Background: an optimization exercise with open tools, aiming at small area, a short achievable clock period and few clock cycles per item. Do not read the settings as production practice.
At most, simulation tests tie the RTL to the original design; equivalence was not proved.

## run a
==> flow/design.v (excerpt) <==
module mm_pe_stream
#(
  parameter int W         = mm_pe_stream_pkg::PE_W,
  parameter int MAX_WORDS = mm_pe_stream_pkg::PE_MAX_WORDS,
  parameter int CNT_W     = mm_pe_stream_pkg::PE_CNT_W
) (
  input  logic             clk,
  input  logic             rstn,
  input  logic             start,
  input  logic [CNT_W-1:0] n_words,
  input  logic [W-1:0]     x_j,
  input  logic [W-1:0]     m_prime,
  input  logic [W-1:0]     s_hi,
  input  logic             in_valid,
  output logic             in_ready,
  input  logic [W-1:0]     y_i,
  input  logic [W-1:0]     m_i,
  input  logic [W-1:0]     s_i,
  output logic             out_valid,
  input  logic             out_ready,
  output logic [W-1:0]     out_word,
  output logic [W-1:0]     out_top,
  output logic             busy,
  output logic             done,
  output logic             err
);
export LEC_CHECK = 0
export CAP_MARGIN = 20
export CORE_MARGIN = 2
export CORE_UTILIZATION = 70
export CTS_BUF_LIST = sky130_fd_sc_hd__clkbuf_16
export CTS_CLUSTER_DIAMETER = 80
export CTS_CLUSTER_SIZE = 24
export SLEW_MARGIN = 60
export SYNTH_HIERARCHICAL = 1
export SYNTH_MINIMUM_KEEP_SIZE = 0
export BUFFER_PORTS_ARGS = -buffer_cell sky130_fd_sc_hd__buf_2
create_clock -name core_clock -period 12.5 [get_ports {clk}]
standard.sh (not shown) runs the stock make flow with config.mk's settings and CLKGATE_MAP_FILE= SYNTH_SCRIPT=/design/flow/synth_recipe.tcl, a recipe that flattens the netlist after the stock synthesis.
==> flow/flow/run.sh <==
#!/bin/bash
# Layout flow: the standard flow, with the port buffers made from plain
# buffers (sky130_fd_sc_hd__buf_2) instead of the cell buffer_ports picks by itself.
set -e
cp standard.sh standard_sh.txt
cp config.mk config_in.txt
echo 'export BUFFER_PORTS_ARGS = -buffer_cell sky130_fd_sc_hd__buf_2' >> config.mk
bash standard.sh > standard.log 2>&1
Testbench counts of run a, summed over its fixed seeds: cycles 13,915, words 13,043.
For run b, these inputs were changed with respect to run a:
- BUFFER_PORTS_ARGS now -buffer_cell sky130_fd_sc_hd__buf_1, was -buffer_cell sky130_fd_sc_hd__buf_2
- SLEW_MARGIN now 30, was 60
==> flow/flow/run.sh <==
#!/bin/bash
# Layout flow: the standard flow, with the port buffers made from plain
# buffers (sky130_fd_sc_hd__buf_1) instead of the cell buffer_ports picks by itself.
set -e
cp standard.sh standard_sh.txt
cp config.mk config_in.txt
echo 'export BUFFER_PORTS_ARGS = -buffer_cell sky130_fd_sc_hd__buf_1' >> config.mk
bash standard.sh > standard.log 2>&1
Notes after the runs:
Synthesized area came out exactly the same in run a and run b. Taking run a as the reference, in run b via count of the first global-routing pass went down by about 0.46%.

---

mm_pe_stream, a different RTL version from the one above (not shown whole).
Size in the first run: roughly 300 flip-flops, roughly 25000 um^2 of cells after synthesis.
clock: 12.5 ns
lec_check: 0
cap_margin: 20
core_margin: 2
core_utilization: 60
slew_margin: 60
run.sh (not shown) runs the stock make flow with config.mk's settings and CLKGATE_MAP_FILE= SYNTH_SCRIPT=/design/flow/synth_recipe.tcl, a recipe that flattens the netlist after the stock synthesis.
Stock flow here: none of the scripts above is used.
The first run completed without violations.
Edit:
- CAP_MARGIN: 20 -> 50
- SLEW_MARGIN: 60 -> 80
Result: Flip-flop and latch count is unchanged. Global-route usage goes up by 0.39 points. Via count goes up by a few percent. Worst setup slack loses 20 ps. Count of clock-buffer cells in the layout goes up by 6. Non-clock buffer count goes up by 131. Routed wire length goes up slightly. Register-to-register slack loses 70 ps. Die area stays the same. Utilization goes up by 4.2 points.
No functional check of the RTL was part of any run of this note.

---

Setup of rev 12:
RTL: one of the versions met above, not the one the previous note started from.
Size: about 2300 cells after synthesis, ~150 I/O pins.
Settings: LEC_CHECK=0, CAP_MARGIN=20, CORE_MARGIN=2, CORE_UTILIZATION=70, CTS_BUF_LIST=sky130_fd_sc_hd__clkbuf_16, CTS_CLUSTER_DIAMETER=80, CTS_CLUSTER_SIZE=24, SLEW_MARGIN=45, SYNTH_HIERARCHICAL=1, SYNTH_MINIMUM_KEEP_SIZE=0, BUFFER_PORTS_ARGS=-buffer_cell sky130_fd_sc_hd__buf_2; clock period 12.5 ns.
standard.sh (not shown) runs the stock make flow with config.mk's settings and CLKGATE_MAP_FILE= SYNTH_SCRIPT=/design/flow/synth_recipe.tcl, a recipe that flattens the netlist after the stock synthesis.
==> flow/flow/run.sh <==
#!/bin/bash
# Layout flow: the standard flow, with the port buffers made from plain
# buffers (sky130_fd_sc_hd__buf_2) instead of the cell buffer_ports picks by itself.
set -e
cp standard.sh standard_sh.txt
cp config.mk config_in.txt
echo 'export BUFFER_PORTS_ARGS = -buffer_cell sky130_fd_sc_hd__buf_2' >> config.mk
bash standard.sh > standard.log 2>&1
Testbench counts of rev 12, summed over its fixed seeds: cycles 13,915, words 13,043.
What rev 13 does differently from rev 12 at the input level:
Settings: a change of BUFFER_PORTS_ARGS from -buffer_cell sky130_fd_sc_hd__buf_2 to -buffer_cell sky130_fd_sc_hd__buf_1; a change of SLEW_MARGIN from 45 to 60.
==> flow/flow/run.sh <==
#!/bin/bash
# Layout flow: the standard flow, with the port buffers made from plain
# buffers (sky130_fd_sc_hd__buf_1) instead of the cell buffer_ports picks by itself.
set -e
cp standard.sh standard_sh.txt
cp config.mk config_in.txt
echo 'export BUFFER_PORTS_ARGS = -buffer_cell sky130_fd_sc_hd__buf_1' >> config.mk
bash standard.sh > standard.log 2>&1
Findings:
- Rev 13: flow completed, timing, DRC and antenna clean
- Rev 12 and rev 13 ended up with roughly the same sequential fraction of total cell area.
- Rev 13 vs rev 12, met1 wire length went down by 0.83%.
- Relative to rev 12, overall global routing resource usage has increased by 0.31 points in rev 13.
- Compared with rev 12, in rev 13 area added between synthesis and finish went up, total number of vias moved up, logic depth of the worst register-to-register path held steady.
- Between rev 13 and rev 12, the number of DRC violations after detailed routing does not differ in any meaningful way.

==> what the ideal ports hide <==
In the flow no input, the clock included, has a driving cell. The finished layouts below were timed again as built, in two steps. Step 1 sets driving cells, clkbuf_16 on the clock port and buf_2 on the other inputs (assumed; they add their load-dependent delay and slew). Step 2 moves the port delays by t, midway between the first and last clock arrival at a register: inputs arrive t later, outputs are due t later. That takes back most of the time a late clock gives input paths. Slacks: ideal ports / drivers / drivers and shift; pairs: ideal ports / drivers.
run	shift t [ns]	setup WS [ns]	worst setup path at the end	worst slew at a driven data input, ns	pins driven straight from the clock port
run a	0.605	8.471 / 8.471 / 8.097	input to register	0.04	1
run b	0.617	8.457 / 8.457 / 8.080	input to register	0.05	1
the first run of note 2	0.611	7.809 / 7.849 / 7.239	input to register	0.05	1
the second run of note 2	0.603	7.789 / 7.789 / 7.245	input to register	0.05	1
rev 12	0.606	8.497 / 8.497 / 7.962	input to register	0.05	1
rev 13	0.623	8.501 / 8.501 / 8.053	input to register	0.05	1
After both steps every run listed still meets setup and hold. For the first run of note 2, which loses most, drivers alone change the setup slack by +0.040 ns; drivers and shift together by -0.570 ns.
